Context: an optimization exercise on an open-source flow, tuned for small area. The choices shown serve that exercise and are no tape-out recipe.
The RTL was checked by simulation tests, not by an equivalence proof against the original design.
No activity file was given, so power comes from the tool's default toggle rates.

==> design/flow/design.v <==
`default_nettype none
package srq_pkg;
  localparam int QUEUE_DEPTH_DEF = 16;
  localparam int TIME_BITS_DEF   = 32;
  localparam int ENTRY_BITS      = 8 + TIME_BITS_DEF;
  localparam logic [1:0] CMD_ENQUEUE = 2'd0;
  localparam logic [1:0] CMD_SORT_IN = 2'd1;
  localparam logic [1:0] CMD_DEQUEUE = 2'd2;
  localparam logic [1:0] CMD_READ    = 2'd3;
endpackage
`default_nettype wire
`default_nettype none
module srq_cell #(
  parameter int TIME_BITS = srq_pkg::TIME_BITS_DEF,
  parameter int W         = 8 + TIME_BITS
) (
  input  wire logic                 clk,
  input  wire logic                 sel_hold,
  input  wire logic                 sel_left,
  input  wire logic                 sel_right,
  input  wire logic                 sel_new,
  input  wire logic [W-1:0]         new_word,
  input  wire logic [W-1:0]         left_word,
  input  wire logic [W-1:0]         right_word,
  input  wire logic [TIME_BITS-1:0] new_time,
  output logic                      ge,
  output logic [W-1:0]              word
);
  logic [W-1:0] word_r;
  logic [TIME_BITS:0] c;
  assign c[0] = 1'b1;
  for (genvar i = 0; i < TIME_BITS; i++) begin : g_rip
    assign c[i+1] = (word_r[i] & ~new_time[i]) | (word_r[i] & c[i]) | (~new_time[i] & c[i]);
  end
  assign ge = c[TIME_BITS];
  always_ff @(posedge clk) begin
    word_r <= ({W{sel_hold}}  & word_r)
            | ({W{sel_left}}  & left_word)
            | ({W{sel_right}} & right_word)
            | ({W{sel_new}}   & new_word);
  end
  assign word = word_r;
endmodule
`default_nettype wire
`default_nettype none
module sorted_ready_queue #(
  parameter int QUEUE_DEPTH = srq_pkg::QUEUE_DEPTH_DEF,
  parameter int TIME_BITS   = srq_pkg::TIME_BITS_DEF
) (
  input  wire logic clk,
  input  wire logic rst_n,
  input  wire logic start,
  output logic      busy,
  input  wire logic [41:0] in_data,
  output logic      out_strobe,
  output logic [46:0] out_data
);
  localparam int W     = 8 + TIME_BITS;
  localparam int CNT_W = $clog2(QUEUE_DEPTH + 1);
  logic [1:0]           cmd;
  logic [W-1:0]         new_word;
  logic [TIME_BITS-1:0] new_time;
  assign cmd      = in_data[41:40];
  assign new_word = in_data[39:0];
  assign new_time = in_data[TIME_BITS-1:0];
  logic [CNT_W-1:0] count_r;
  logic             pend_r;
  logic             strobe_r, found_r, full_r;
  logic is_insert, is_sort, is_take, is_deq;
  logic full, empty, ins, shift_all;
  assign is_insert = !cmd[1];
  assign is_sort   = (cmd == srq_pkg::CMD_SORT_IN);
  assign is_take   = cmd[1];
  assign is_deq    = (cmd == srq_pkg::CMD_DEQUEUE);
  assign full      = (count_r == CNT_W'(QUEUE_DEPTH));
  assign empty     = (count_r == '0);
  assign ins       = start && is_insert && !full;
  assign shift_all = start && is_take && pend_r;
  logic [W-1:0] word [0:QUEUE_DEPTH+1];
  logic         ge   [0:QUEUE_DEPTH-1];
  assign word[0]             = new_word;
  assign word[QUEUE_DEPTH+1] = new_word;
  logic [QUEUE_DEPTH:0] hit_self;
  logic [QUEUE_DEPTH:0] upto;    
  logic [QUEUE_DEPTH:0] first;
  for (genvar k = 0; k < QUEUE_DEPTH; k++) begin : g_hit
    logic live;
    if (k == 0) begin : g0
      assign live        = !pend_r && !empty;
      assign hit_self[k] = !pend_r && (!live || (is_sort && ge[k]));
    end else begin : gk
      assign live        = pend_r ? (CNT_W'(k - 1) < count_r) : (CNT_W'(k) < count_r);
      assign hit_self[k] = !live || (is_sort && ge[k]);
    end
  end
  assign hit_self[QUEUE_DEPTH] = 1'b1;
  assign upto[0]  = hit_self[0];
  assign first[0] = hit_self[0];
  for (genvar k = 1; k <= QUEUE_DEPTH; k++) begin : g_upto
    assign upto[k]  = upto[k-1] | hit_self[k];
    assign first[k] = hit_self[k] && !upto[k-1];
  end
  for (genvar k = 0; k < QUEUE_DEPTH; k++) begin : g_cell
    logic s_hold, s_left, s_right, s_new, prev_hit;
    if (k == 0) begin : g0
      assign prev_hit = 1'b0;
    end else begin : gk
      assign prev_hit = upto[k-1];
    end
    assign s_hold  = ins ? (pend_r ? upto[k] : !upto[k]) : !shift_all;
    assign s_right = ins ? (pend_r && !upto[k+1]) : shift_all;
    assign s_new   = ins && (pend_r ? first[k+1] : first[k]);
    assign s_left  = ins && !pend_r && prev_hit;
    srq_cell #(
      .TIME_BITS (TIME_BITS)
    ) u_cell (
      .clk        (clk),
      .sel_hold   (s_hold),
      .sel_left   (s_left),
      .sel_right  (s_right),
      .sel_new    (s_new),
      .new_word   (new_word),
      .left_word  (word[k]),
      .right_word (word[k+2]),
      .new_time   (new_time),
      .ge         (ge[k]),
      .word       (word[k+1])
    );
  end
  assign busy = 1'b0;
  always_ff @(posedge clk) begin
    if (!rst_n) begin
      count_r  <= '0;
      pend_r   <= 1'b0;
      strobe_r <= 1'b0;
    end else begin
      strobe_r <= start;
      if (start) begin
        if (is_insert) begin
          if (!full) begin
            count_r <= count_r + CNT_W'(1);
            pend_r  <= 1'b0;
          end
        end else begin
          pend_r <= is_deq;
          if (is_deq && !empty) count_r <= count_r - CNT_W'(1);
        end
      end
    end
  end
  always_ff @(posedge clk) begin
    if (start) begin
      found_r <= is_take && !empty;
      full_r  <= is_insert && full;
    end
  end
  assign out_strobe = strobe_r;
  assign out_data   = {word[1] & {W{found_r}}, found_r, full_r, 5'(count_r)};
endmodule
`default_nettype wire
==> design/flow/flow/run.sh <==
#!/bin/bash
# Standard ORFS flow (standard synthesis unchanged) with smaller port
# buffers and a lighter clock tree. Each tool's output goes to its own log.
set -euo pipefail
bash standard.sh \
  "BUFFER_PORTS_ARGS=-buffer_cell sky130_fd_sc_hd__buf_1" \
  "CTS_ARGS=-sink_clustering_enable -repair_clock_nets -buf_list sky130_fd_sc_hd__clkbuf_8 -sink_clustering_size 20 -sink_clustering_max_diameter 60 -dont_use_dummy_load" \
  finish > standard.log 2>&1
==> design/flow/standard.sh <==
#!/bin/bash
# synth_recipe.tcl (not shown) runs the flow's synth.tcl, then flattens the netlist and writes it again
# the make line also repeats each setting of config.mk as NAME=value (left out here)
make -C /OpenROAD-flow-scripts/flow DESIGN_CONFIG=/design/flow/config.mk WORK_HOME=/design/flow/orfs CLKGATE_MAP_FILE= SYNTH_SCRIPT=/design/flow/synth_recipe.tcl "${@:-finish}"
==> design/flow/config.mk <==
export PLATFORM = sky130hd
export DESIGN_NAME = sorted_ready_queue
export DESIGN_NICKNAME = sorted_ready_queue
export VERILOG_FILES = /design/flow/design.v
export SDC_FILE = /design/flow/constraint.sdc
export NUM_CORES = 4
export LEC_CHECK = 0
export CAP_MARGIN = 20
export CORE_MARGIN = 2
export CORE_UTILIZATION = 45
export GPL_TIMING_DRIVEN = 0
export SLEW_MARGIN = 20
==> design/flow/constraint.sdc <==
create_clock -name core_clock -period 5.5 [get_ports {clk}]
set_input_delay 1.1000 -clock core_clock [delete_from_list [all_inputs] [get_ports {clk}]]
set_output_delay 1.1000 -clock core_clock [all_outputs]
set_load 0.01 [all_outputs]
==> impl_table.tex, run 1 <==
\begin{tabular}{lr}
\hline
Metric & Value \\
\hline
\multicolumn{2}{l}{\textbf{Run status}} \\
\quad Status & failed layout checks \\
\quad Causes of the layout check failure & setup timing \\
\multicolumn{2}{l}{\textbf{GRT}} \\
\quad Overflow left after global routing & 0 \\
\quad Number of antenna violations at the first check in global routing & 19 \\
\quad All-Layer GR Usage & approximately 44\% \\
\quad Pin count of the biggest net entering global routing & 21 \\
\quad Number of global-route vias before repair & $\sim$37000 \\
\quad First-pass GRT wire length & 265000 um \\
\multicolumn{2}{l}{\textbf{Floorplan}} \\
\quad Standard cell core area & 78600 um\^{}2 \\
\quad Die area & 81400 um\^{}2 \\
\quad Initial cell density of the core & 45.3\% \\
\quad Die height & 285 um \\
\quad Number of core rows & 103 \\
\quad Num ports & 94 \\
\quad X dimension of the die & about 290 um \\
\multicolumn{2}{l}{\textbf{Synth}} \\
\quad Number of synthesized flops with an enable pin & 2 \\
\quad Cells after synthesis & approximately 4300 \\
\quad Dominant synthesized flop cell & sky130\_fd\_sc\_hd\_\_dfxtp\_1 \\
\quad Post-synth design cell area & 35600 um\^{}2 \\
\quad Fraction of registers with async set/reset & 0\% \\
\quad Count of warnings emitted by yosys & 5 \\
\quad Count of distinct cell types in the synthesized netlist & 88 \\
\quad Synthesized net count & 4371 \\
\quad Portion of the post-synthesis area used by sequential elements & a little over a third \\
\quad Average footprint of a synthesized cell & 8.24 um\^{}2 \\
\quad Register bit count reported by yosys & 649 \\
\multicolumn{2}{l}{\textbf{Routing}} \\
\quad Initial DRT Pass Iterations & 13 \\
\quad Number of nets still failing antenna checks after routing & 0 \\
\quad Vias per inst & 7.31 \\
\quad Average wire per standard cell & 33.9 um \\
\quad Via count & 40690 \\
\quad Initial drt markers & a little under 9000 \\
\quad Final routed DRC violation total & 0 \\
\quad Post-detailed-routing wire length & 189000 um \\
\multicolumn{2}{l}{\textbf{Setup path}} \\
\quad Timing startpoint of the critical path & in\_data[4] \\
\quad Capture instance of the worst register-to-register path & g\_cell[3].u\_cell.word\_r[1] \\
\quad Critical Path Fanout Max & 10 \\
\quad Cells along the critical path & buf\_1 -> inv\_2 -> clkbuf\_1 -> buf\_2 -> nand2\_1 -> a31oi\_2 -> o21ai\_1 -> a31oi\_2 -> o21ai\_1 -> nor2\_2 -> clkbuf\_1 -> a222oi\_1 -> nand2\_1 \\
\quad Critical path's slowest cell & sky130\_fd\_sc\_hd\_\_clkbuf\_1 \\
\quad CP top delay family & buffers and inverters \\
\quad Delay of the slowest critical-path stage & 0.87 ns \\
\quad Critical path capture point & g\_cell[3].u\_cell.word\_r[1] \\
\quad Register-to-register setup slack & -0.20 ns \\
\quad Path depth of the worst reg2reg path & 11 \\
\quad Crit path capture type & flip-flop \\
\quad Buffers \& Inverters on Critical Path & 5 \\
\quad Worst setup SP type & input port \\
\quad CP Depth & 13 \\
\quad Critical path data required time & 6.14 ns \\
\quad Kind of critical path & in2reg \\
\quad Arrival time of the worst setup path & 6.47 ns \\
\quad Reg-to-reg critical path startpoint & g\_cell[3].u\_cell.word\_r[29] \\
\multicolumn{2}{l}{\textbf{Timing}} \\
\quad Setup-failing EPs final & between 300 and 400 \\
\quad Time the worst path needs with I/O delays and setup & 5.84 ns \\
\quad Final worst slack & -0.338 ns \\
\quad Final setup skew & 0.0955 ns \\
\quad Total negative setup slack & -50.94 ns \\
\quad Slew Viols, Final & 0 \\
\quad Share of the clock period used by the worst path & 106\% \\
\quad Measured slew at the worst slew-check pin & 1.35 ns \\
\quad Worst-case headroom to the max-slew limit & 10.2\% \\
\quad Fmax & about 0.17 GHz \\
\quad Final Hold Vio Count & 0 \\
\multicolumn{2}{l}{\textbf{Cells and area}} \\
\quad Fraction of layout cells with a size suffix above 1 & 7.53\% \\
\quad Net count reported at finish & 4554 \\
\quad Signed area change from the synthesized netlist to the final layout & 9.68\% \\
\multicolumn{2}{l}{\textbf{Power}} \\
\quad Power Total & 19.7 mW \\
\quad Leakage power of the design & 14.2 nW \\
\quad Power Density & 506 nW/um\^{}2 \\
\quad VDD IR-drop max & 0.000280 V \\
\multicolumn{2}{l}{\textbf{Placement}} \\
\quad Final GP Congestion & 1.04 \\
\quad Number of I/O port buffers & 82 \\
\quad Estimated wirelength of the detail-placed design & approximately 140000 um \\
\multicolumn{2}{l}{\textbf{Worst hold path}} \\
\quad Class of the tightest hold or removal check & reg2reg \\
\quad Min-Delay Path Depth & 2 \\
\multicolumn{2}{l}{\textbf{CTS}} \\
\quad CTS HTree Levels & 3 \\
\quad CTS Root Buffer Type & sky130\_fd\_sc\_hd\_\_clkbuf\_8 \\
\quad Number of buffers created by CTS & a little under 70 \\
\quad Source-to-sink clock delay at the later pin of the worst-skew pair & 0.73 ns \\
\quad Clock tree from TritonCTS & yes \\
\quad Cts hold-fix bufs & 0 \\
\quad TritonCTS Sinks & 649 \\
\quad Buffer levels on the longest clock path & 3 \\
\quad Clock Pin Slew Worst Setup and Hold Paths & approximately 0.12 ns \\
\multicolumn{2}{l}{\textbf{Job}} \\
\quad Max-cap check violation count & 0 \\
\hline
\end{tabular}
[sequential cells by signal, summed over array words and instances, names as in the netlist]
| register | cells |
|---|---|
| count_r | 5 |
| found_r | 1 |
| full_r | 1 |
| g_cell.u_cell.word_r | 640 |
| pend_r | 1 |
| strobe_r | 1 |
[cells in the mapped netlist, types with 65 or more instances]
library cell / instances / area share, %
sky130_fd_sc_hd__a21oi_1: 115 / 1.6
sky130_fd_sc_hd__maj3_1: 81 / 2.3
sky130_fd_sc_hd__a22oi_1: 108 / 2.3
sky130_fd_sc_hd__a22o_1: 129 / 3.2
sky130_fd_sc_hd__nand3_1: 65 / 0.91
sky130_fd_sc_hd__nand2_1: 643 / 6.8
sky130_fd_sc_hd__nand2b_1: 125 / 2.2
sky130_fd_sc_hd__nor2b_1: 107 / 1.9
sky130_fd_sc_hd__o22ai_1: 145 / 2.5
sky130_fd_sc_hd__a221o_1: 166 / 4.7
sky130_fd_sc_hd__dfxtp_1: 647 / 36
sky130_fd_sc_hd__nor2_1: 108 / 1.1
sky130_fd_sc_hd__a222oi_1: 399 / 11
sky130_fd_sc_hd__o21ai_0: 211 / 3.0
sky130_fd_sc_hd__clkbuf_1: 367 / 3.9
sky130_fd_sc_hd__inv_1: 259 / 2.7
[placed cells by master (no fill, tap or decap), types with 20 or more instances in the layout]
master / n
sky130_fd_sc_hd__nor2b_1: 106
sky130_fd_sc_hd__a31oi_1: 20
sky130_fd_sc_hd__o22ai_1: 145
sky130_fd_sc_hd__a222oi_1: 399
sky130_fd_sc_hd__o2111ai_1: 63
sky130_fd_sc_hd__o21ai_0: 207
sky130_fd_sc_hd__o221ai_1: 23
sky130_fd_sc_hd__nand2_1: 643
sky130_fd_sc_hd__nor2_1: 101
sky130_fd_sc_hd__buf_2: 51
sky130_fd_sc_hd__and2_1: 48
sky130_fd_sc_hd__a22o_1: 129
sky130_fd_sc_hd__a221o_1: 166
sky130_fd_sc_hd__a221oi_1: 20
sky130_fd_sc_hd__clkbuf_1: 313
sky130_fd_sc_hd__buf_1: 92
sky130_fd_sc_hd__maj3_1: 81
sky130_fd_sc_hd__a22oi_1: 108
sky130_fd_sc_hd__nor3_1: 26
sky130_fd_sc_hd__o211ai_1: 44
sky130_fd_sc_hd__nand3_1: 65
sky130_fd_sc_hd__a21oi_1: 103
sky130_fd_sc_hd__clkbuf_8: 69
sky130_fd_sc_hd__dfxtp_1: 647
sky130_fd_sc_hd__nand2b_1: 123
sky130_fd_sc_hd__buf_4: 33
sky130_fd_sc_hd__inv_1: 259
sky130_fd_sc_hd__clkbuf_2: 50
sky130_fd_sc_hd__o21ai_1: 42
[through the flow]
stage          area, um^2  std cells  util (%)  hold WS [ns]  worst slack [ns]
4_1_cts             38700       5538      49.2         0.453         -0.000996
3_3_place_gp        37200       5454      47.4         0.449             -2.69
2_1_floorplan       35600       4322         -         0.431             0.787
3_5_place_dp        37400       5461      47.6         0.452             -2.10
6_report            39100       5563      49.7         0.453            -0.338
5_1_grt             39000       5556      49.7         0.476           -0.0290
[worst reg2reg max path, stage by stage, from the launching register on]
cell	delay, ns
sky130_fd_sc_hd__dfxtp_1	0.66
sky130_fd_sc_hd__nand2b_1	0.18
sky130_fd_sc_hd__o2111a_1	0.22
sky130_fd_sc_hd__or4b_1	0.46
sky130_fd_sc_hd__a2111oi_0	0.73
sky130_fd_sc_hd__a31oi_1	0.25
sky130_fd_sc_hd__a31oi_2	0.61
sky130_fd_sc_hd__o21ai_1	0.59
sky130_fd_sc_hd__nor2_2	0.72
sky130_fd_sc_hd__clkbuf_1	0.88
sky130_fd_sc_hd__a222oi_1	0.23
sky130_fd_sc_hd__nand2_1	0.13
[worst min-delay path by stage]
| stage | start | end | slack [ns] |
|---|---|---|---|
| after CTS | g_cell[7].u_cell.word_r[23] | g_cell[6].u_cell.word_r[23] | 0.45 |
| final | g_cell[7].u_cell.word_r[32] | g_cell[6].u_cell.word_r[32] | 0.45 |
| after global routing | g_cell[7].u_cell.word_r[32] | g_cell[6].u_cell.word_r[32] | 0.48 |
| after floorplan | g_cell[7].u_cell.word_r[19] | g_cell[6].u_cell.word_r[19] | 0.43 |
| after detailed placement | g_cell[7].u_cell.word_r[31] | g_cell[6].u_cell.word_r[31] | 0.45 |
| after global placement | g_cell[7].u_cell.word_r[31] | g_cell[6].u_cell.word_r[31] | 0.45 |
[per-layer routing]
| metal | up-vias | global-route usage (%) | wire length, um |
|---|---|---|---|
| li1 | 17111 | - | - |
| met1 | 19711 | 58.4 | 72300 |
| met2 | 3225 | 64.2 | 78300 |
| met3 | 621 | 15.1 | 27600 |
| met4 | 22 | 21.2 | 10300 |
| met5 | - | 0 | 161 |
[cell families (layout without fill, tap and decap cells)]
family | count (synthesis) | after routing | share of synthesized area [%]
other | 1 | 11 | 0.0105
flip-flops | 649 | 649 | 36.5
XOR/XNOR | 4 | 4 | 0.0984
multiplexers | 1 | 1 | 0.0281
buffers and inverters | 715 | 896 | 7.75
adder cells (fa/ha/maj) | 90 | 90 | 2.58
AO/OA/AOI/OAI | 1660 | 1660 | 37.3
AND/OR/NAND/NOR | 1202 | 1202 | 15.7
[final cells by class]
class / count / area [um^2]
sequential: 649 / 13000
clock buffer: 69 / 950
tap: 1050 / 1310
multi-input combinational: 2958 / 20300
fill: 7992 / 39600
timing repair buffer: 112 / 558
antenna: 10 / 25.0
inverter: 282 / 1060
buffer: 433 / 1790
[power breakdown]
| group | switching, mW | leakage, nW | internal [mW] |
|---|---|---|---|
| clock | 1.80 | 0.496 | 1.12 |
| combinational | 3.98 | 8.33 | 3.04 |
| sequential | 3.02 | 5.35 | 6.78 |
| total | 8.80 | 14.2 | 10.9 |
[timing repair]
item                                    CTS  global route
endpoints found under the setup margin  605           501
setup buffers                             8            14
pin swaps                                 6             8
gates resized for setup                  81            93
==> run 2, diff against run 1 <==
==> design/flow/run.sh (new file) <==
#!/bin/bash
# synth_recipe.tcl (not shown) runs the flow's synth.tcl, then flattens the netlist and writes it again
# the make line also repeats each setting of config.mk as NAME=value (left out here)
make -C /OpenROAD-flow-scripts/flow DESIGN_CONFIG=/design/flow/config.mk WORK_HOME=/design/flow/orfs CLKGATE_MAP_FILE= SYNTH_SCRIPT=/design/flow/synth_recipe.tcl finish
--- a/design/flow/config.mk
+++ b/design/flow/config.mk
@@ -7,6 +7,5 @@
 export LEC_CHECK = 0
 export CAP_MARGIN = 20
 export CORE_MARGIN = 2
-export CORE_UTILIZATION = 45
-export GPL_TIMING_DRIVEN = 0
+export CORE_UTILIZATION = 40
 export SLEW_MARGIN = 20
removed: design/flow/flow/run.sh
removed: design/flow/standard.sh
==> impl_table.tex, run 2 <==
\begin{tabular}{lr}
\hline
Metric & Value \\
\hline
\multicolumn{2}{l}{\textbf{Run status}} \\
\quad Status & complete, no violations \\
\multicolumn{2}{l}{\textbf{Floorplan}} \\
\quad Die area & 91400 um\^{}2 \\
\quad Num ports & 94 \\
\quad Number of core rows & between 100 and 150 \\
\quad Standard cell core area & around 90000 um\^{}2 \\
\quad Die height & 302 um \\
\quad Initial cell density of the core & roughly two fifths \\
\quad X dimension of the die & slightly above 300 um \\
\multicolumn{2}{l}{\textbf{Placement}} \\
\quad Estimated wirelength of the detail-placed design & 120000 um \\
\quad Final GP Congestion & 1.00 \\
\quad Number of I/O port buffers & 92 \\
\quad Placed Instance Area & 40700 um\^{}2 \\
\quad DP Worst Slack & -0.304 ns \\
\quad Number of cells after detailed placement & roughly 5500 \\
\multicolumn{2}{l}{\textbf{CTS}} \\
\quad Total setup buffers inserted after CTS & 0 \\
\quad Buffer levels on the longest clock path & 3 \\
\quad Cts hold-fix bufs & 0 \\
\quad Clock Pin Slew Worst Setup and Hold Paths & 0.06 ns \\
\quad CTS Root Buffer Type & sky130\_fd\_sc\_hd\_\_clkbuf\_16 \\
\quad Count of instances resized after the clock tree is built & 0 \\
\quad Source-to-sink clock delay at the later pin of the worst-skew pair & 0.64 ns \\
\quad TritonCTS Sinks & between 600 and 700 \\
\quad CTS HTree Levels & 3 \\
\quad Clock tree from TritonCTS & yes \\
\quad Number of buffers created by CTS & 75 \\
\multicolumn{2}{l}{\textbf{Setup path}} \\
\quad Critical path's slowest cell & sky130\_fd\_sc\_hd\_\_nor4b\_1 \\
\quad Path depth of the worst reg2reg path & 14 \\
\quad CP Depth & 20 \\
\quad Crit path capture type & flip-flop \\
\quad Worst setup SP type & input port \\
\quad Critical path data required time & 6.00 ns \\
\quad Kind of critical path & in2reg \\
\quad Timing startpoint of the critical path & in\_data[14] \\
\quad Register-to-register setup slack & 0.79 ns \\
\quad Most used cell along the critical path & sky130\_fd\_sc\_hd\_\_buf\_4 \\
\quad Cells along the critical path & clkdlybuf4s50\_1 -> buf\_4 -> buf\_12 -> nor2b\_1 -> a2111oi\_0 -> buf\_4 -> nor4b\_1 -> o21ai\_2 -> o2111ai\_1 -> a41oi\_1 -> o311ai\_1 -> a221oi\_1 -> o21ai\_0 -> and2\_1 -> ha\_1 -> nor2\_1 -> nor2\_4 -> buf\_4 -> a22oi\_1 -> o21ai\_0 \\
\quad Critical path capture point & g\_cell[15].u\_cell.word\_r[34] \\
\quad Buffers \& Inverters on Critical Path & 5 \\
\quad Delay of the slowest critical-path stage & 0.52 ns \\
\quad Capture instance of the worst register-to-register path & g\_cell[13].u\_cell.word\_r[22] \\
\quad Reg-to-reg critical path startpoint & pend\_r \\
\quad CP top delay family & compound AO/OA/AOI/OAI gates \\
\quad Arrival time of the worst setup path & 5.73 ns \\
\quad Critical Path Fanout Max & 19 \\
\multicolumn{2}{l}{\textbf{Power}} \\
\quad Leakage power of the design & 16.4 nW \\
\quad Power Total & between 20 and 25 mW \\
\quad VDD IR-drop max & 0.000275 V \\
\quad Power Density & slightly above 500 nW/um\^{}2 \\
\multicolumn{2}{l}{\textbf{Timing}} \\
\quad Final worst slack & 0.269 ns \\
\quad Worst-case headroom to the max-slew limit & between 40\% and 50\% \\
\quad Measured slew at the worst slew-check pin & approximately 0.89 ns \\
\quad Final setup skew & between 0.03 and 0.04 ns \\
\quad Time the worst path needs with I/O delays and setup & about 5.2 ns \\
\quad Fmax & 0.191 GHz \\
\quad Total negative setup slack & 0 ns \\
\quad Slew Viols, Final & 0 \\
\quad Final Hold Vio Count & 0 \\
\quad Setup-failing EPs final & 0 \\
\quad Share of the clock period used by the worst path & 95.1\% \\
\quad Final hold slack & 0.453 ns \\
\multicolumn{2}{l}{\textbf{Synth}} \\
\quad Post-synth design cell area & 35600 um\^{}2 \\
\quad Count of distinct cell types in the synthesized netlist & 88 \\
\quad Count of warnings emitted by yosys & 5 \\
\quad Compound-cell area share of the yosys netlist & 37.3\% \\
\quad Average footprint of a synthesized cell & between 8 and 9 um\^{}2 \\
\quad Synth top area share & between 30\% and 40\% \\
\quad Cell types with the highest counts after synthesis & 647 x sky130\_fd\_sc\_hd\_\_dfxtp\_1, 643 x sky130\_fd\_sc\_hd\_\_nand2\_1, 399 x sky130\_fd\_sc\_hd\_\_a222oi\_1 \\
\quad Synthesized net count & between 4000 and 5000 \\
\quad Largest area contributor in the netlist & sky130\_fd\_sc\_hd\_\_dfxtp\_1 \\
\quad Dominant synthesized flop cell & sky130\_fd\_sc\_hd\_\_dfxtp\_1 \\
\quad Area fraction in and, or, nand and nor cells after synthesis & 15.7\% \\
\quad Register bit count reported by yosys & 649 \\
\quad Fraction of the mapped netlist area in adder cells & 2.58\% \\
\quad Mux contribution to synthesized area & 0.0281\% \\
\quad Number of synthesized flops with an enable pin & 2 \\
\quad Cell types with the largest area share after synthesis & sky130\_fd\_sc\_hd\_\_dfxtp\_1 36\%, sky130\_fd\_sc\_hd\_\_a222oi\_1 11\%, sky130\_fd\_sc\_hd\_\_nand2\_1 6.8\% \\
\quad Fraction of registers with async set/reset & 0\% \\
\quad Xor/xnor share of the synthesized area & less than 1\% \\
\quad Portion of the post-synthesis area used by sequential elements & 36.5\% \\
\quad Combinational family with the most area after synthesis & compound AO/OA/AOI/OAI gates \\
\quad Dominant cell by count in the synthesized netlist & sky130\_fd\_sc\_hd\_\_dfxtp\_1 \\
\quad Cells after synthesis & 4322 \\
\multicolumn{2}{l}{\textbf{Cells and area}} \\
\quad Non-filler cells, final & approximately 5700 \\
\quad Largest reg by FF count & g\_cell.u\_cell.word\_r \\
\quad Final core occ & 49.0\% \\
\quad Top flop regs & g\_cell.u\_cell.word\_r (640), count\_r (5) \\
\quad Signed area change from the synthesized netlist to the final layout & 21.4\% \\
\quad Area occupied by multi-input gates & between 20000 and 25000 um\^{}2 \\
\quad Finished Cell Area & 43200 um\^{}2 \\
\quad Fraction of layout cells with a size suffix above 1 & 13.6\% \\
\quad Max reg flops & 640 \\
\quad Filler Cell Count & between 8000 and 9000 \\
\quad Sequential cell area & 13000 um\^{}2 \\
\quad Most frequent cells in the layout & 647 x sky130\_fd\_sc\_hd\_\_dfxtp\_1, 641 x sky130\_fd\_sc\_hd\_\_nand2\_1, 399 x sky130\_fd\_sc\_hd\_\_a222oi\_1 \\
\quad Net count reported at finish & 4490 \\
\quad Total inserted antenna cells & 0 \\
\quad Leading cell type in the layout, fill and taps excluded & sky130\_fd\_sc\_hd\_\_dfxtp\_1 \\
\multicolumn{2}{l}{\textbf{Job}} \\
\quad Max-cap check violation count & 0 \\
\multicolumn{2}{l}{\textbf{GRT}} \\
\quad Number of antenna violations at the first check in global routing & 2 \\
\quad First-pass GRT wire length & 242000 um \\
\quad Overflow left after global routing & 0 \\
\quad Number of global-route vias before repair & between 30000 and 40000 \\
\quad All-Layer GR Usage & 35.0\% \\
\quad Pin count of the biggest net entering global routing & 42 \\
\multicolumn{2}{l}{\textbf{Routing}} \\
\quad Post-detailed-routing wire length & between 150000 and 200000 um \\
\quad Via count & approximately 39000 \\
\quad Final routed DRC violation total & 0 \\
\quad Average wire per standard cell & about 29 um \\
\quad Number of nets still failing antenna checks after routing & 0 \\
\quad Initial drt markers & 7826 \\
\quad Vias per inst & 6.90 \\
\quad Initial DRT Pass Iterations & 14 \\
\multicolumn{2}{l}{\textbf{Worst hold path}} \\
\quad Hold\_sp & g\_cell[7].u\_cell.word\_r[35] \\
\quad Class of the tightest hold or removal check & reg2reg \\
\quad Min-Delay Path Depth & 2 \\
\hline
\end{tabular}
-- run 2: tightest hold or removal path: cells and delay by family (launching register included) --
kind / cells / cell delay (ns)
flip-flops: 1 / 0.32
AND/OR/NAND/NOR: 2 / 0.10
-- run 2: per-layer routing --
layer | global-route usage [%] | up-vias | wire length (um)
met5 | 0 | - | 23
met2 | 51.5 | 2845 | 69600
met4 | 13.7 | 4 | 7190
met1 | 49.7 | 18851 | 67400
li1 | - | 17066 | -
met3 | 7.62 | 367 | 21600
-- run 2: kinds of logic (layout without fill, tap and decap cells) --
family	after synthesis	in the layout
xor+xnor	4	4
compound gates	1660	1660
flops	649	649
mux	1	1
buf+inv	715	896
other cells	1	1
fa+ha+maj	90	90
simple gates	1202	1202
-- run 2: power by group --
part           leakage, nW  internal, mW  total, mW  switching, mW
clock network         1.23          3.03       5.20           2.17
logic                 9.86          3.47       7.27           3.81
registers             5.35          6.79       9.59           2.80
-- run 2: worst min path at each step --
stage	end	slack [ns]
global route	g_cell[6].u_cell.word_r[31]	0.48
finish	g_cell[6].u_cell.word_r[35]	0.45
detailed placement	g_cell[6].u_cell.word_r[38]	0.45
floorplan	g_cell[6].u_cell.word_r[19]	0.43
global placement	g_cell[6].u_cell.word_r[33]	0.45
CTS	g_cell[6].u_cell.word_r[35]	0.45
-- run 2: layout make-up --
class | instances | area share (%)
multi-input cells | 2958 | 46.9
flip-flops and latches | 649 | 30.1
repair buffers | 475 | 11.4
clock buffers | 115 | 5.14
well taps | 1165 | 3.37
inverters | 282 | 2.45
clock inverters | 24 | 0.663
==> run 3, diff against run 2 <==
==> design/flow/flow/run.sh (new file) <==
#!/bin/bash
# Standard ORFS flow (standard synthesis unchanged) with smaller port
# buffers and a lighter clock tree.
# make's output goes to standard.log; ORFS keeps each step's log in orfs/logs.
set -euo pipefail
bash standard.sh \
  "BUFFER_PORTS_ARGS=-buffer_cell sky130_fd_sc_hd__buf_1" \
  "CTS_ARGS=-sink_clustering_enable -repair_clock_nets -buf_list sky130_fd_sc_hd__clkbuf_8 -sink_clustering_size 16 -sink_clustering_max_diameter 50 -dont_use_dummy_load" \
  finish > standard.log 2>&1
==> design/flow/standard.sh (new file) <==
#!/bin/bash
# synth_recipe.tcl (not shown) runs the flow's synth.tcl, then flattens the netlist and writes it again
# the make line also repeats each setting of config.mk as NAME=value (left out here)
make -C /OpenROAD-flow-scripts/flow DESIGN_CONFIG=/design/flow/config.mk WORK_HOME=/design/flow/orfs CLKGATE_MAP_FILE= SYNTH_SCRIPT=/design/flow/synth_recipe.tcl "${@:-finish}"
--- a/design/flow/config.mk
+++ b/design/flow/config.mk
@@ -7,5 +7,5 @@
 export LEC_CHECK = 0
 export CAP_MARGIN = 20
 export CORE_MARGIN = 2
-export CORE_UTILIZATION = 40
+export CORE_UTILIZATION = 50
 export SLEW_MARGIN = 20
removed: design/flow/run.sh
==> impl_table.tex, run 3 <==
\begin{tabular}{lr}
\hline
Metric & Value \\
\hline
\multicolumn{2}{l}{\textbf{Run status}} \\
\quad Status & complete, no violations \\
\multicolumn{2}{l}{\textbf{Power}} \\
\quad Proportion of power drawn by flip-flops and latches & 49.0\% \\
\quad Clock network fraction of total power & between 10\% and 20\% \\
\quad Net switching fraction of the power & 42.4\% \\
\quad Power Total & roughly 20 mW \\
\quad Power Density & 491 nW/um\^{}2 \\
\quad Comb pwr share & 34.8\% \\
\quad Internal power & around 11 mW \\
\quad VDD IR-drop max & roughly 0.00027 V \\
\quad Leakage power of the design & 15.1 nW \\
\quad Net switching power of the design & 8.38 mW \\
\multicolumn{2}{l}{\textbf{CTS}} \\
\quad Total setup buffers inserted after CTS & 0 \\
\quad Clock tree from TritonCTS & yes \\
\quad Cts hold-fix bufs & 0 \\
\quad Count of instances resized after the clock tree is built & 0 \\
\quad Source-to-sink clock delay at the later pin of the worst-skew pair & 0.74 ns \\
\quad Buffer levels on the longest clock path & 3 \\
\quad CTS HTree Levels & 3 \\
\quad CTS Root Buffer Type & sky130\_fd\_sc\_hd\_\_clkbuf\_8 \\
\quad Clock Pin Slew Worst Setup and Hold Paths & 0.08 ns \\
\quad TritonCTS Sinks & 649 \\
\quad Number of buffers created by CTS & 86 \\
\multicolumn{2}{l}{\textbf{GRT}} \\
\quad Number of global-route vias before repair & 36506 \\
\quad Number of antenna violations at the first check in global routing & 4 \\
\quad First-pass GRT wire length & 245000 um \\
\quad All-Layer GR Usage & 43.9\% \\
\quad Pin count of the biggest net entering global routing & 42 \\
\quad Overflow left after global routing & 0 \\
\multicolumn{2}{l}{\textbf{Timing}} \\
\quad Share of the clock period used by the worst path & 96.4\% \\
\quad Fmax & 0.189 GHz \\
\quad Worst-case headroom to the max-slew limit & 25.3\% \\
\quad Time the worst path needs with I/O delays and setup & 5.30 ns \\
\quad Final Hold Vio Count & 0 \\
\quad Setup-failing EPs final & 0 \\
\quad Setup repair after global routing missed its margin & no \\
\quad Final setup skew & 0.131 ns \\
\quad Final worst slack & a little under 0.2 ns \\
\quad Slew Viols, Final & 0 \\
\quad Measured slew at the worst slew-check pin & 1.12 ns \\
\multicolumn{2}{l}{\textbf{Placement}} \\
\quad Placed Instance Area & slightly below 40000 um\^{}2 \\
\quad Number of cells after detailed placement & 5233 \\
\quad Final GP Congestion & 0.983 \\
\quad Estimated wirelength of the detail-placed design & between 100000 and 150000 um \\
\quad DP Worst Slack & -0.437 ns \\
\quad Number of I/O port buffers & slightly above 90 \\
\multicolumn{2}{l}{\textbf{Cells and area}} \\
\quad Net count reported at finish & 4430 \\
\quad Leading cell type in the layout, fill and taps excluded & sky130\_fd\_sc\_hd\_\_dfxtp\_1 \\
\quad Largest reg by FF count & g\_cell.u\_cell.word\_r \\
\quad Most frequent cells in the layout & 647 x sky130\_fd\_sc\_hd\_\_dfxtp\_1, 640 x sky130\_fd\_sc\_hd\_\_nand2\_1, 399 x sky130\_fd\_sc\_hd\_\_a222oi\_1 \\
\quad Max reg flops & 640 \\
\quad Finished Cell Area & 40300 um\^{}2 \\
\quad Sequential cell area & 13000 um\^{}2 \\
\quad Filler Cell Count & between 6000 and 7000 \\
\quad Area occupied by multi-input gates & 20300 um\^{}2 \\
\quad Non-filler cells, final & approximately 5300 \\
\quad Signed area change from the synthesized netlist to the final layout & 13.2\% \\
\quad Top flop regs & g\_cell.u\_cell.word\_r (640), count\_r (5) \\
\quad Final core occ & 57.4\% \\
\quad Fraction of layout cells with a size suffix above 1 & a little under an eighth \\
\multicolumn{2}{l}{\textbf{Routing}} \\
\quad Routed length on met1 & 64500 um \\
\quad Average wire per standard cell & 31.5 um \\
\quad Via count & 39486 \\
\quad Initial DRT Pass Iterations & 13 \\
\quad Initial drt markers & 8456 \\
\quad Post-detailed-routing wire length & 168000 um \\
\quad Vias per inst & 7.42 \\
\quad Routed wl met3 & 23000 um \\
\quad Final routed DRC violation total & 0 \\
\quad Routed length on met2 & 70300 um \\
\quad Highest metal layer used by the detailed router & met5 \\
\quad Number of nets still failing antenna checks after routing & 0 \\
\multicolumn{2}{l}{\textbf{Synth}} \\
\quad Portion of the post-synthesis area used by sequential elements & a little over a third \\
\quad Post-synth design cell area & 35600 um\^{}2 \\
\quad Cell types with the highest counts after synthesis & 647 x sky130\_fd\_sc\_hd\_\_dfxtp\_1, 643 x sky130\_fd\_sc\_hd\_\_nand2\_1, 399 x sky130\_fd\_sc\_hd\_\_a222oi\_1 \\
\quad Dominant synthesized flop cell & sky130\_fd\_sc\_hd\_\_dfxtp\_1 \\
\quad Number of synthesized flops with an enable pin & 2 \\
\quad Dominant cell by count in the synthesized netlist & sky130\_fd\_sc\_hd\_\_dfxtp\_1 \\
\quad Synthesized net count & roughly 4400 \\
\quad Count of distinct cell types in the synthesized netlist & 88 \\
\quad Fraction of registers with async set/reset & 0\% \\
\quad Cell types with the largest area share after synthesis & sky130\_fd\_sc\_hd\_\_dfxtp\_1 36\%, sky130\_fd\_sc\_hd\_\_a222oi\_1 11\%, sky130\_fd\_sc\_hd\_\_nand2\_1 6.8\% \\
\quad Synth top area share & between 30\% and 40\% \\
\quad Cells after synthesis & roughly 4300 \\
\quad Average footprint of a synthesized cell & 8.24 um\^{}2 \\
\quad Count of warnings emitted by yosys & 5 \\
\quad Largest area contributor in the netlist & sky130\_fd\_sc\_hd\_\_dfxtp\_1 \\
\quad Register bit count reported by yosys & 649 \\
\multicolumn{2}{l}{\textbf{Setup path}} \\
\quad Worst setup SP type & input port \\
\quad Crit path capture type & flip-flop \\
\quad Critical Path Fanout Max & 23 \\
\quad Register-to-register setup slack & 0.54 ns \\
\quad Critical path data required time & 6.04 ns \\
\quad Arrival time of the worst setup path & 5.84 ns \\
\quad Kind of critical path & in2reg \\
\multicolumn{2}{l}{\textbf{Floorplan}} \\
\quad Num ports & 94 \\
\quad X dimension of the die & roughly 270 um \\
\quad Standard cell core area & 70300 um\^{}2 \\
\quad Die area & roughly 73000 um\^{}2 \\
\quad Number of core rows & 97 \\
\quad Die height & 271 um \\
\quad Initial cell density of the core & 50.7\% \\
\multicolumn{2}{l}{\textbf{Worst hold path}} \\
\quad Class of the tightest hold or removal check & reg2reg \\
\multicolumn{2}{l}{\textbf{Job}} \\
\quad Max-cap check violation count & 0 \\
\hline
\end{tabular}
-- run 3: changes by cell type in the layout (fill, tap and decap cells not counted), sizes merged --
| cell | delta |
|---|---|
| clkbuf | -28 |
| bufinv | -5 |
| inv | -3 |
| clkdlybuf4s50 | -92 |
| clkinvlp | -3 |
| diode | +3 |
| clkinv | -13 |
| buf | +20 |
-- run 3: final timing paths --
| check | from | endpoint | cells after the start |
|---|---|---|---|
| max | in_data[10] | g_cell[10].u_cell.word_r[36] | 17 |
| min | g_cell[6].u_cell.word_r[34] | g_cell[5].u_cell.word_r[34] | 2 |
| max reg2reg | g_cell[4].u_cell.word_r[10] | g_cell[10].u_cell.word_r[36] | 15 |
| min reg2reg | g_cell[6].u_cell.word_r[34] | g_cell[5].u_cell.word_r[34] | 2 |
-- run 3: cells by family (layout without fill, tap and decap cells) --
| kind of cell | Yosys count | count (layout) | share of synthesized area [%] |
|---|---|---|---|
| AOI/OAI and AO/OA | 1660 | 1660 | 37.3 |
| xor gates and xnor gates | 4 | 4 | 0.0984 |
| adders and majority gates | 90 | 90 | 2.58 |
| buffers and inverters | 715 | 772 | 7.75 |
| DFF | 649 | 649 | 36.5 |
| muxes | 1 | 1 | 0.0281 |
| other | 1 | 4 | 0.0105 |
| and+or+nand+nor | 1202 | 1202 | 15.7 |
-- run 3: routing by layer --
metal  vias to the layer above  global-route usage [%]
met3                       603                    11.9
met2                      3118                    64.7
met5                         -                       0
met4                         2                    23.2
li1                      16868                       -
met1                     18895                    58.5
-- run 3: critical path: stages --
cell	delay (ns)
sky130_fd_sc_hd__buf_1	0.16
sky130_fd_sc_hd__buf_4	0.24
sky130_fd_sc_hd__nor2b_1	0.16
sky130_fd_sc_hd__a2111oi_2	0.75
sky130_fd_sc_hd__nor4b_1	0.40
sky130_fd_sc_hd__o31ai_1	0.26
sky130_fd_sc_hd__buf_4	0.20
sky130_fd_sc_hd__a31oi_1	0.55
sky130_fd_sc_hd__o31ai_1	0.21
sky130_fd_sc_hd__and3_4	0.23
sky130_fd_sc_hd__buf_4	0.16
sky130_fd_sc_hd__and4_1	0.23
sky130_fd_sc_hd__buf_12	0.18
sky130_fd_sc_hd__a31o_2	0.30
sky130_fd_sc_hd__buf_12	0.19
sky130_fd_sc_hd__a22o_1	0.24
sky130_fd_sc_hd__a221o_1	0.25
-- run 3: through the flow --
stage          setup TNS (ns)  hold slack [ns]
2_1_floorplan               0            0.431
3_3_place_gp          -246.10            0.450
3_5_place_dp          -107.72            0.452
4_1_cts                     0            0.438
5_1_grt                     0            0.474
6_report                    0            0.448
-- run 3: area by class of cell --
type                    instances  share of cell area, %
multi-input cells            2958                   50.3
flip-flops and latches        649                   32.3
repair buffers                404                   8.91
clock buffers                  86                   2.94
well taps                     940                   2.92
inverters                     282                   2.63
diodes                          3                 0.0186
-- run 3: power groups by stage --
stage          clock (mW)  combinational, mW  sequential [mW]
2_1_floorplan           0               4.66             8.49
3_3_place_gp            0               6.58             9.60
3_5_place_dp            0               6.66             9.59
4_1_cts              3.21               6.69             9.51
5_1_grt              3.37               7.43             9.89
6_report             3.21               6.88             9.68
==> run 4, diff against run 3 <==
==> design/flow/flow/run.sh (replaced) <==
#!/bin/bash
# ORFS flow with the standard synthesis script, except that ABC maps
# with abc_map.script (one restructuring round instead of five), plus
# smaller port buffers and a lighter clock tree. make's output goes to
# standard.log; ORFS keeps each step's log in orfs/logs.
set -euo pipefail
here=$(pwd)
bash standard.sh \
  "SYNTH_SCRIPT=$here/flow/my_synth.tcl" \
  "BUFFER_PORTS_ARGS=-buffer_cell sky130_fd_sc_hd__buf_1" \
  "CTS_ARGS=-sink_clustering_enable -repair_clock_nets -buf_list sky130_fd_sc_hd__clkbuf_8 -sink_clustering_size 16 -sink_clustering_max_diameter 50 -dont_use_dummy_load" \
  finish > standard.log 2>&1
==> design/flow/flow/abc_map.script (new file) <==
&get -n
&st
&dch
&nf
&st
&syn2
&if -g -K 6
&synch2
&nf
&put
buffer -c
topo
stime -c
upsize -c
dnsize -c
==> design/flow/flow/my_synth.tcl (new file) <==
# The standard synthesis script (synth_recipe.tcl), with ABC's mapping
# script swapped for abc_map.script beside this file. Everything else,
# flip-flop mapping included, is the standard synthesis.
set my_abc_script [file join [file dirname [file normalize [info script]]] abc_map.script]
proc synth {args} { yosys synth -nofsm -noshare {*}$args }
proc abc {args} {
  set i [lsearch -exact $args -script]
  if { $i >= 0 } { lset args [expr { $i + 1 }] $::my_abc_script }
  yosys abc {*}$args
}
source $::env(SCRIPTS_DIR)/synth.tcl
# left out here: clear keep_hierarchy, flatten, clean up, hide names made inside functions, write 1_2_yosys.v
--- a/design/flow/config.mk
+++ b/design/flow/config.mk
@@ -5,7 +5,8 @@
 export SDC_FILE = /design/flow/constraint.sdc
 export NUM_CORES = 4
 export LEC_CHECK = 0
-export CAP_MARGIN = 20
+export CAP_MARGIN = 10
 export CORE_MARGIN = 2
 export CORE_UTILIZATION = 50
-export SLEW_MARGIN = 20
+export SETUP_SLACK_MARGIN = 0.15
+export SLEW_MARGIN = 10
==> impl_table.tex, run 4 <==
\begin{tabular}{lr}
\hline
Metric & Value \\
\hline
\multicolumn{2}{l}{\textbf{Setup path}} \\
\quad Capture instance of the worst register-to-register path & g\_cell[8].u\_cell.word\_r[4] \\
\quad Worst setup SP type & input port \\
\quad Critical path data required time & 6.11 ns \\
\quad Kind of critical path & in2reg \\
\quad Critical Path Fanout Max & 23 \\
\quad Arrival time of the worst setup path & approximately 5.9 ns \\
\quad Crit path capture type & flip-flop \\
\quad Register-to-register setup slack & 0.51 ns \\
\quad Path depth of the worst reg2reg path & 19 \\
\quad Reg-to-reg critical path startpoint & g\_cell[1].u\_cell.word\_r[0] \\
\multicolumn{2}{l}{\textbf{CTS}} \\
\quad Clock tree from TritonCTS & yes \\
\quad CTS Root Buffer Type & sky130\_fd\_sc\_hd\_\_clkbuf\_8 \\
\quad Clock Pin Slew Worst Setup and Hold Paths & 0.07 ns \\
\quad Source-to-sink clock delay at the later pin of the worst-skew pair & 0.77 ns \\
\quad Cts hold-fix bufs & 0 \\
\quad TritonCTS Sinks & about 650 \\
\quad Buffer levels on the longest clock path & 3 \\
\quad CTS HTree Levels & 3 \\
\quad Number of buffers created by CTS & 82 \\
\multicolumn{2}{l}{\textbf{Floorplan}} \\
\quad Num ports & between 90 and 100 \\
\quad Die height & 263 um \\
\quad Initial cell density of the core & 50.6\% \\
\quad X dimension of the die & 263 um \\
\quad Standard cell core area & 66000 um\^{}2 \\
\quad Die area & 68900 um\^{}2 \\
\quad Number of core rows & 94 \\
\multicolumn{2}{l}{\textbf{Synth}} \\
\quad Portion of the post-synthesis area used by sequential elements & 38.9\% \\
\quad Number of synthesized flops with an enable pin & 2 \\
\quad Cells after synthesis & 4008 \\
\quad Dominant cell by count in the synthesized netlist & sky130\_fd\_sc\_hd\_\_nand2\_1 \\
\quad Synthesized net count & 4057 \\
\quad Post-synth design cell area & 33400 um\^{}2 \\
\quad Synth top area share & 38.8\% \\
\quad Largest area contributor in the netlist & sky130\_fd\_sc\_hd\_\_dfxtp\_1 \\
\quad Register bit count reported by yosys & 649 \\
\quad Count of warnings emitted by yosys & 5 \\
\quad Dominant synthesized flop cell & sky130\_fd\_sc\_hd\_\_dfxtp\_1 \\
\quad Average footprint of a synthesized cell & approximately 8.3 um\^{}2 \\
\quad Count of distinct cell types in the synthesized netlist & 80 \\
\quad Fraction of registers with async set/reset & 0\% \\
\quad Cell types with the largest area share after synthesis & sky130\_fd\_sc\_hd\_\_dfxtp\_1 39\%, sky130\_fd\_sc\_hd\_\_a222oi\_1 14\%, sky130\_fd\_sc\_hd\_\_nand2\_1 8.8\% \\
\quad Cell types with the highest counts after synthesis & 784 x sky130\_fd\_sc\_hd\_\_nand2\_1, 647 x sky130\_fd\_sc\_hd\_\_dfxtp\_1, 469 x sky130\_fd\_sc\_hd\_\_a222oi\_1 \\
\multicolumn{2}{l}{\textbf{Placement}} \\
\quad Estimated wirelength of the detail-placed design & 110000 um \\
\quad Number of I/O port buffers & 92 \\
\quad Placed Instance Area & 37700 um\^{}2 \\
\quad Final GP Congestion & slightly above 1 \\
\multicolumn{2}{l}{\textbf{Routing}} \\
\quad Final routed DRC violation total & 0 \\
\quad Average wire per standard cell & 32.0 um \\
\quad Via count & approximately 38000 \\
\quad Post-detailed-routing wire length & $\sim$160000 um \\
\quad Number of nets still failing antenna checks after routing & 0 \\
\quad Vias per inst & 7.64 \\
\quad Initial drt markers & 8540 \\
\quad Initial DRT Pass Iterations & 11 \\
\multicolumn{2}{l}{\textbf{Power}} \\
\quad Net switching fraction of the power & between 40\% and 50\% \\
\quad VDD IR-drop max & 0.000267 V \\
\quad Leakage power of the design & 15.5 nW \\
\quad Clock network fraction of total power & 15.9\% \\
\quad Proportion of power drawn by flip-flops and latches & 50.2\% \\
\quad Net switching power of the design & 8.27 mW \\
\quad Internal power & 11.2 mW \\
\quad Power Total & 19.5 mW \\
\quad Power Density & 497 nW/um\^{}2 \\
\quad Comb pwr share & 33.9\% \\
\multicolumn{2}{l}{\textbf{Cells and area}} \\
\quad Top flop regs & g\_cell.u\_cell.word\_r (640), count\_r (5) \\
\quad Sequential cell area & 13000 um\^{}2 \\
\quad Max reg flops & 640 \\
\quad Filler Cell Count & 5895 \\
\quad Fraction of layout cells with a size suffix above 1 & 14.1\% \\
\quad Signed area change from the synthesized netlist to the final layout & 17.3\% \\
\quad Net count reported at finish & 4184 \\
\quad Area occupied by multi-input gates & 18700 um\^{}2 \\
\quad Largest reg by FF count & g\_cell.u\_cell.word\_r \\
\quad Most frequent cells in the layout & 780 x sky130\_fd\_sc\_hd\_\_nand2\_1, 647 x sky130\_fd\_sc\_hd\_\_dfxtp\_1, 469 x sky130\_fd\_sc\_hd\_\_a222oi\_1 \\
\quad Leading cell type in the layout, fill and taps excluded & sky130\_fd\_sc\_hd\_\_nand2\_1 \\
\quad Finished Cell Area & 39200 um\^{}2 \\
\multicolumn{2}{l}{\textbf{GRT}} \\
\quad First-pass GRT wire length & approximately 230000 um \\
\quad All-Layer GR Usage & 43.8\% \\
\quad Number of global-route vias before repair & 35366 \\
\quad Overflow left after global routing & 0 \\
\quad Pin count of the biggest net entering global routing & 41 \\
\quad Number of antenna violations at the first check in global routing & 6 \\
\multicolumn{2}{l}{\textbf{Timing}} \\
\quad Share of the clock period used by the worst path & 96.2\% \\
\quad Time the worst path needs with I/O delays and setup & 5.29 ns \\
\quad Slew Viols, Final & 0 \\
\quad Final Hold Vio Count & 0 \\
\quad Measured slew at the worst slew-check pin & 1.22 ns \\
\quad Final hold slack & $\sim$0.46 ns \\
\quad Setup repair after global routing missed its margin & no \\
\quad Setup-failing EPs final & 0 \\
\quad Worst-case headroom to the max-slew limit & between 10\% and 20\% \\
\quad Final setup skew & 0.108 ns \\
\quad Fmax & $\sim$0.19 GHz \\
\multicolumn{2}{l}{\textbf{Job}} \\
\quad Max-cap check violation count & 0 \\
\multicolumn{2}{l}{\textbf{Run status}} \\
\quad Status & complete, no violations \\
\multicolumn{2}{l}{\textbf{Worst hold path}} \\
\quad Hold\_sp & g\_cell[1].u\_cell.word\_r[39] \\
\quad Worst Hold Path EP & g\_cell[1].u\_cell.word\_r[39] \\
\quad Min-Delay Path Depth & 2 \\
\quad Class of the tightest hold or removal check & reg2reg \\
\hline
\end{tabular}
-- run 4: changes by cell type after synthesis, sizes merged, moves of 19 or more --
cell and delta:
a22oi +26, nand2b -93, maj3 -78, o22a +20
o22ai +19, nor2b -77, o2111ai -59, nand2 +141
a21oi -33, o211ai -37, inv -101, a222oi +70
nand3 -46
-- run 4: area by class of cell --
cell class	count	share of cell area (%)
flip-flops and latches	649	33.2
clock buffers	82	2.88
multi-input cells	2754	47.8
inverters	179	1.71
well taps	864	2.76
repair buffers	469	11.6
diodes	1	0.00638
-- run 4: layer usage --
layer	vias up	share of wire [%]	GRT usage, %	wire, um
met3	597	14	10.8	22400
met5	-	0.014	0	23
li1	16031	-	-	-
met2	3292	41	63.0	65700
met1	18239	38	59.0	60900
met4	4	6.7	26.5	10700
-- run 4: critical path, stage by stage --
cell and delay, ns:
sky130_fd_sc_hd__buf_1 0.12, sky130_fd_sc_hd__inv_1 0.16, sky130_fd_sc_hd__buf_4 0.20, sky130_fd_sc_hd__a22oi_1 0.21
sky130_fd_sc_hd__o21ai_0 0.11, sky130_fd_sc_hd__o21ai_1 0.14, sky130_fd_sc_hd__buf_4 0.16, sky130_fd_sc_hd__a211oi_1 0.08
sky130_fd_sc_hd__buf_4 0.17, sky130_fd_sc_hd__o21ai_1 0.35, sky130_fd_sc_hd__a211oi_2 0.20, sky130_fd_sc_hd__buf_4 0.17
sky130_fd_sc_hd__o211ai_1 0.34, sky130_fd_sc_hd__a31oi_1 0.19, sky130_fd_sc_hd__o21ai_0 0.41, sky130_fd_sc_hd__or3b_4 0.47
sky130_fd_sc_hd__buf_4 0.19, sky130_fd_sc_hd__o41ai_4 0.39, sky130_fd_sc_hd__buf_4 0.43, sky130_fd_sc_hd__a222oi_1 0.18
sky130_fd_sc_hd__nand2_1 0.08
-- run 4: power groups by stage --
stage          clock, mW  sequential, mW  combinational [mW]
4_1_cts             3.10            9.59                6.29
3_3_place_gp           0            9.62                6.09
2_1_floorplan          0            8.54                4.22
5_1_grt             3.29            9.97                7.10
6_report            3.09            9.78                6.59
3_5_place_dp           0            9.67                6.25
-- run 4: kinds of logic (layout without fill, tap and decap cells) --
group	after synthesis	count (layout)	synth area share [%]
AO/OA/AOI/OAI	1652	1652	39.9
XOR/XNOR	3	3	0.0787
adder cells (fa/ha/maj)	12	12	0.389
buffers and inverters	605	730	6.98
flip-flops	649	649	38.9
multiplexers	1	1	0.0337
other	1	2	0.0112
AND/OR/NAND/NOR	1085	1085	13.6
-- run 4: per-stage QoR --
| step | setup TNS [ns] | worst slack, ns | cells | util (%) |
|---|---|---|---|---|
| 2_1_floorplan | 0 | 0.514 | 4008 | - |
| 3_3_place_gp | -318.37 | -0.875 | 4907 | 57.2 |
| 3_5_place_dp | -286.52 | -0.790 | 4907 | 57.2 |
| 4_1_cts | 0 | 0.163 | 4991 | 59.0 |
| 5_1_grt | 0 | 0.130 | 4998 | 59.4 |
| 6_report | 0 | 0.208 | 4998 | 59.4 |
-- run 4: how the worst max path moves through the flow --
stage                start                            to  cells after the start
3_5_place_dp    in_data[2]  g_cell[14].u_cell.word_r[22]                     24
3_3_place_gp    in_data[2]   g_cell[14].u_cell.word_r[8]                     24
6_report        in_data[3]    g_cell[8].u_cell.word_r[4]                     21
5_1_grt         in_data[0]   g_cell[14].u_cell.word_r[8]                     26
2_1_floorplan  in_data[11]  g_cell[15].u_cell.word_r[20]                     22
4_1_cts         in_data[0]   g_cell[14].u_cell.word_r[8]                     22
-- run 4: timing repair --
| item | 4_1_cts | 5_1_grt |
|---|---|---|
| pin swaps | 1 | 5 |
| resized for setup | 4 | 45 |
| gates cloned | 0 | 5 |
| setup buffers | 2 | 1 |
| hold endpoints to repair | 0 | 0 |
| endpoints found under the setup margin | 254 | 454 |
==> run 5, diff against run 4 <==
==> design/flow/flow/abc_map.script (replaced) <==
&get -n
&st
&dch
&nf
&st
&syn2
&if -g -K 6
&synch2
&nf
&put
topo
dnsize -c
==> impl_table.tex, run 5 <==
\begin{tabular}{lr}
\hline
Metric & Value \\
\hline
\multicolumn{2}{l}{\textbf{CTS}} \\
\quad CTS Root Buffer Type & sky130\_fd\_sc\_hd\_\_clkbuf\_8 \\
\quad Clock Pin Slew Worst Setup and Hold Paths & 0.07 ns \\
\quad CTS HTree Levels & 3 \\
\quad Buffer levels on the longest clock path & 3 \\
\quad TritonCTS Sinks & around 650 \\
\quad Clock tree from TritonCTS & yes \\
\quad Cts hold-fix bufs & 0 \\
\quad Number of buffers created by CTS & 77 \\
\quad Source-to-sink clock delay at the later pin of the worst-skew pair & between 0.7 and 0.8 ns \\
\multicolumn{2}{l}{\textbf{Cells and area}} \\
\quad Filler Cell Count & 5648 \\
\quad Area occupied by multi-input gates & 18600 um\^{}2 \\
\quad Leading cell type in the layout, fill and taps excluded & sky130\_fd\_sc\_hd\_\_nand2\_1 \\
\quad Most frequent cells in the layout & 784 x sky130\_fd\_sc\_hd\_\_nand2\_1, 647 x sky130\_fd\_sc\_hd\_\_dfxtp\_1, 469 x sky130\_fd\_sc\_hd\_\_a222oi\_1 \\
\quad Largest reg by FF count & g\_cell.u\_cell.word\_r \\
\quad Finished Cell Area & 37900 um\^{}2 \\
\quad Signed area change from the synthesized netlist to the final layout & 19.5\% \\
\quad Fraction of layout cells with a size suffix above 1 & about an eighth \\
\quad Sequential cell area & 13000 um\^{}2 \\
\quad Max reg flops & 640 \\
\quad Net count reported at finish & 4113 \\
\quad Final core occ & 60.3\% \\
\quad Top flop regs & g\_cell.u\_cell.word\_r (640), count\_r (5) \\
\multicolumn{2}{l}{\textbf{Timing}} \\
\quad Final Hold Vio Count & 0 \\
\quad Measured slew at the worst slew-check pin & 1.12 ns \\
\quad Time the worst path needs with I/O delays and setup & 5.22 ns \\
\quad Share of the clock period used by the worst path & between 90\% and 100\% \\
\quad Setup repair after global routing missed its margin & no \\
\quad Final setup skew & 0.0864 ns \\
\quad Worst-case headroom to the max-slew limit & 25.2\% \\
\quad Slew Viols, Final & 0 \\
\quad Setup-failing EPs final & 0 \\
\quad Fmax & between 0.15 and 0.2 GHz \\
\multicolumn{2}{l}{\textbf{Worst hold path}} \\
\quad Class of the tightest hold or removal check & reg2reg \\
\multicolumn{2}{l}{\textbf{GRT}} \\
\quad Pin count of the biggest net entering global routing & 42 \\
\quad Overflow left after global routing & 0 \\
\quad Number of antenna violations at the first check in global routing & 1 \\
\quad All-Layer GR Usage & about a third \\
\quad Number of global-route vias before repair & 32571 \\
\quad First-pass GRT wire length & 190000 um \\
\multicolumn{2}{l}{\textbf{Synth}} \\
\quad Synth top area share & 40.9\% \\
\quad Post-synth design cell area & 31700 um\^{}2 \\
\quad Compound-cell area share of the yosys netlist & about two fifths \\
\quad Average footprint of a synthesized cell & 8.84 um\^{}2 \\
\quad Mux contribution to synthesized area & 0.0355\% \\
\quad Count of distinct cell types in the synthesized netlist & 61 \\
\quad Fraction of registers with async set/reset & 0\% \\
\quad Cells after synthesis & 3585 \\
\quad Number of synthesized flops with an enable pin & 2 \\
\quad Synthesized net count & 3634 \\
\quad Count of warnings emitted by yosys & 5 \\
\quad Area fraction in and, or, nand and nor cells after synthesis & 14.3\% \\
\quad Dominant synthesized flop cell & sky130\_fd\_sc\_hd\_\_dfxtp\_1 \\
\quad Combinational family with the most area after synthesis & compound AO/OA/AOI/OAI gates \\
\quad Fraction of the mapped netlist area in adder cells & less than 1\% \\
\quad Cell types with the largest area share after synthesis & sky130\_fd\_sc\_hd\_\_dfxtp\_1 41\%, sky130\_fd\_sc\_hd\_\_a222oi\_1 15\%, sky130\_fd\_sc\_hd\_\_nand2\_1 9.3\% \\
\quad Register bit count reported by yosys & between 600 and 700 \\
\quad Portion of the post-synthesis area used by sequential elements & about two fifths \\
\quad Largest area contributor in the netlist & sky130\_fd\_sc\_hd\_\_dfxtp\_1 \\
\quad Cell types with the highest counts after synthesis & 784 x sky130\_fd\_sc\_hd\_\_nand2\_1, 647 x sky130\_fd\_sc\_hd\_\_dfxtp\_1, 469 x sky130\_fd\_sc\_hd\_\_a222oi\_1 \\
\quad Xor/xnor share of the synthesized area & 0.0829\% \\
\quad Dominant cell by count in the synthesized netlist & sky130\_fd\_sc\_hd\_\_nand2\_1 \\
\multicolumn{2}{l}{\textbf{Setup path}} \\
\quad Timing startpoint of the critical path & in\_data[0] \\
\quad Critical path capture point & g\_cell[15].u\_cell.word\_r[0] \\
\quad Reg-to-reg critical path startpoint & g\_cell[1].u\_cell.word\_r[0] \\
\quad Worst setup SP type & input port \\
\quad Crit path capture type & flip-flop \\
\quad Path depth of the worst reg2reg path & 19 \\
\quad Arrival time of the worst setup path & 5.82 ns \\
\quad Capture instance of the worst register-to-register path & g\_cell[11].u\_cell.word\_r[6] \\
\quad Critical Path Fanout Max & 10 \\
\quad Kind of critical path & in2reg \\
\quad Critical path data required time & $\sim$6 ns \\
\quad Register-to-register setup slack & between 0.6 and 0.7 ns \\
\multicolumn{2}{l}{\textbf{Floorplan}} \\
\quad Number of core rows & 92 \\
\quad Num ports & 94 \\
\quad Die area & between 60000 and 70000 um\^{}2 \\
\quad Initial cell density of the core & 50.4\% \\
\quad Standard cell core area & 62900 um\^{}2 \\
\quad X dimension of the die & 256 um \\
\quad Die height & roughly 260 um \\
\multicolumn{2}{l}{\textbf{Power}} \\
\quad Clock network fraction of total power & 16.1\% \\
\quad Proportion of power drawn by flip-flops and latches & between 50\% and 60\% \\
\quad Net switching power of the design & about 7.5 mW \\
\quad Net switching fraction of the power & roughly 41\% \\
\quad Power Density & approximately 480 nW/um\^{}2 \\
\quad Leakage power of the design & 14.5 nW \\
\quad Comb pwr share & 31.0\% \\
\quad Internal power & 10.9 mW \\
\quad VDD IR-drop max & 0.000291 V \\
\multicolumn{2}{l}{\textbf{Job}} \\
\quad Max-cap check violation count & 0 \\
\multicolumn{2}{l}{\textbf{Routing}} \\
\quad Number of nets still failing antenna checks after routing & 0 \\
\quad Via count & 35536 \\
\quad Vias per inst & about 7.2 \\
\quad Initial drt markers & 5918 \\
\quad Average wire per standard cell & approximately 25 um \\
\quad Post-detailed-routing wire length & 123000 um \\
\quad Initial DRT Pass Iterations & 11 \\
\quad Final routed DRC violation total & 0 \\
\multicolumn{2}{l}{\textbf{Placement}} \\
\quad Placed Instance Area & 36600 um\^{}2 \\
\quad Number of I/O port buffers & a little over 90 \\
\quad Estimated wirelength of the detail-placed design & 87200 um \\
\quad Final GP Congestion & about 0.95 \\
\multicolumn{2}{l}{\textbf{Run status}} \\
\quad Status & complete, no violations \\
\hline
\end{tabular}
-- run 5: cell count changes in the layout (fill, tap and decap cells not counted), moves of 44 or more --
cell                       previous run  this run
sky130_fd_sc_hd__and2_0               0        44
sky130_fd_sc_hd__o21ai_0            174       251
sky130_fd_sc_hd__buf_12             106        51
sky130_fd_sc_hd__clkinv_1             2       155
sky130_fd_sc_hd__inv_1              167         0
sky130_fd_sc_hd__o21ai_1             75         1
-- run 5: metrics by stage --
stage               setup TNS (ns)  power [mW]  setup slack [ns]  hold slack (ns)  instances
finish                           0        18.3             0.282            0.467       4909
global route                     0        19.5             0.146            0.480       4909
CTS                              0        18.1             0.156            0.465       4896
detailed placement         -106.53        15.2            -0.651            0.455       4818
global placement           -106.61        14.9            -0.581            0.439       4818
floorplan                    -7.32        12.7            -0.128            0.430       3585
-- run 5: area by class of cell --
class,count,area share [%]
antenna,1,0.00661
timing repair buffer,395,8.66
tap,846,2.79
sequential,649,34.4
clock buffer,77,2.80
multi-input combinational,2762,49.1
inverter,179,2.29
-- run 5: power by group through the flow --
stage	Sequential (mW)	Clock [mW]	Combinational, mW
2_1_floorplan	8.58	0	4.09
3_5_place_dp	9.65	0	5.56
4_1_cts	9.56	2.98	5.58
6_report	9.71	2.95	5.69
5_1_grt	9.99	3.16	6.31
3_3_place_gp	9.55	0	5.38
-- run 5: logic make-up (layout without fill, tap and decap cells) --
logic type | count (synthesis) | in the layout
xor gates and xnor gates | 3 | 3
DFF | 649 | 649
other | 1 | 2
adders and majority gates | 12 | 12
and+or+nand+nor | 1085 | 1092
muxes | 1 | 1
buffers and inverters | 182 | 651
AOI/OAI and AO/OA | 1652 | 1653
-- run 5: what timing repair did --
action / CTS / global route
setup buffers: 0 / 4
cloned: 1 / 7
setup endpoints to repair: 40 / 150
pin swaps: 1 / 7
resized for setup: 2 / 12
-- run 5: worst min-delay path by stage --
stage                            startpoint                      endpoint  slack [ns]  cells after the start
6_report        g_cell[2].u_cell.word_r[37]   g_cell[2].u_cell.word_r[37]        0.47                      2
5_1_grt        g_cell[10].u_cell.word_r[33]  g_cell[10].u_cell.word_r[33]        0.48                      2
4_1_cts         g_cell[1].u_cell.word_r[34]   g_cell[1].u_cell.word_r[34]        0.46                      2
3_5_place_dp    g_cell[1].u_cell.word_r[34]   g_cell[1].u_cell.word_r[34]        0.45                      2
3_3_place_gp    g_cell[1].u_cell.word_r[34]   g_cell[1].u_cell.word_r[34]        0.44                      2
2_1_floorplan   g_cell[7].u_cell.word_r[39]   g_cell[7].u_cell.word_r[39]        0.43                      2
-- run 5: critical path, stage by stage --
cell and delay [ns]:
sky130_fd_sc_hd__buf_1 0.10, sky130_fd_sc_hd__buf_4 0.18, sky130_fd_sc_hd__nand2_1 0.23, sky130_fd_sc_hd__buf_4 0.26, sky130_fd_sc_hd__nor3_1 0.20, sky130_fd_sc_hd__nor4_1 0.10, sky130_fd_sc_hd__buf_4 0.15, sky130_fd_sc_hd__o31ai_1 0.26
sky130_fd_sc_hd__a211oi_1 0.12, sky130_fd_sc_hd__a211oi_1 0.41, sky130_fd_sc_hd__a2111oi_0 0.14, sky130_fd_sc_hd__a311oi_1 0.35, sky130_fd_sc_hd__maj3_1 0.25, sky130_fd_sc_hd__o221ai_1 0.15, sky130_fd_sc_hd__a21o_1 0.22, sky130_fd_sc_hd__a211oi_2 0.32
sky130_fd_sc_hd__o21a_1 0.20, sky130_fd_sc_hd__and2_0 0.13, sky130_fd_sc_hd__ha_1 0.17, sky130_fd_sc_hd__nor2_4 0.05, sky130_fd_sc_hd__buf_12 0.15, sky130_fd_sc_hd__nor2_4 0.37, sky130_fd_sc_hd__a22oi_1 0.11, sky130_fd_sc_hd__o21ai_0 0.10
-- run 5: layer usage --
metal  vias to the layer above  wire length [um]  share of wire, %  GRT usage, %
li1                      15934                 -                 -             -
met3                       212             14800                12          5.99
met1                     17083             54400                44          54.1
met4                         0              3040               2.5          10.2
met5                         -                 0                 0             0
met2                      2307             50300                41          50.1

## separate check: timing with driven ports
How much do the figures lean on ideal ports? The routed layouts below were timed once more, with nothing changed but the port constraints. Step 1: set_driving_cell puts a clkbuf_16 on clk and a buf_2 on each other input, an assumption about the parent block. Step 2 also shifts input and output timing later by t, the mid clock arrival at the registers, as if the neighbouring blocks saw the same clock. a / b / c = ideal ports / drivers / drivers and shift; a / b = the first two.
run	t (ns)	slack for setup (ns)	worst hold slack (ns)	worst setup path after step 2	latest minus earliest clock arrival (ns)
run 1	0.760	-0.338 / -0.286 / -1.046	0.453 / 0.453 / 0.453	input to register	0.095 / 0.095
run 2	0.685	0.269 / 0.309 / -0.376	0.453 / 0.453 / 0.453	input to register	0.038 / 0.038
run 3	0.748	0.196 / 0.248 / -0.501	0.448 / 0.448 / 0.448	input to register	0.131 / 0.131
run 4	0.783	0.208 / 0.242 / -0.541	0.459 / 0.459 / 0.459	input to register	0.108 / 0.108
run 5	0.736	0.282 / 0.321 / -0.415	0.467 / 0.467 / 0.467	input to register	0.086 / 0.087
With both steps, setup timing fails in run 2, run 3, run 4 and run 5, where it was met with ideal ports. The setup slack of run 4, which loses most, moves by +0.034 ns with the drivers and by -0.749 ns with both steps.
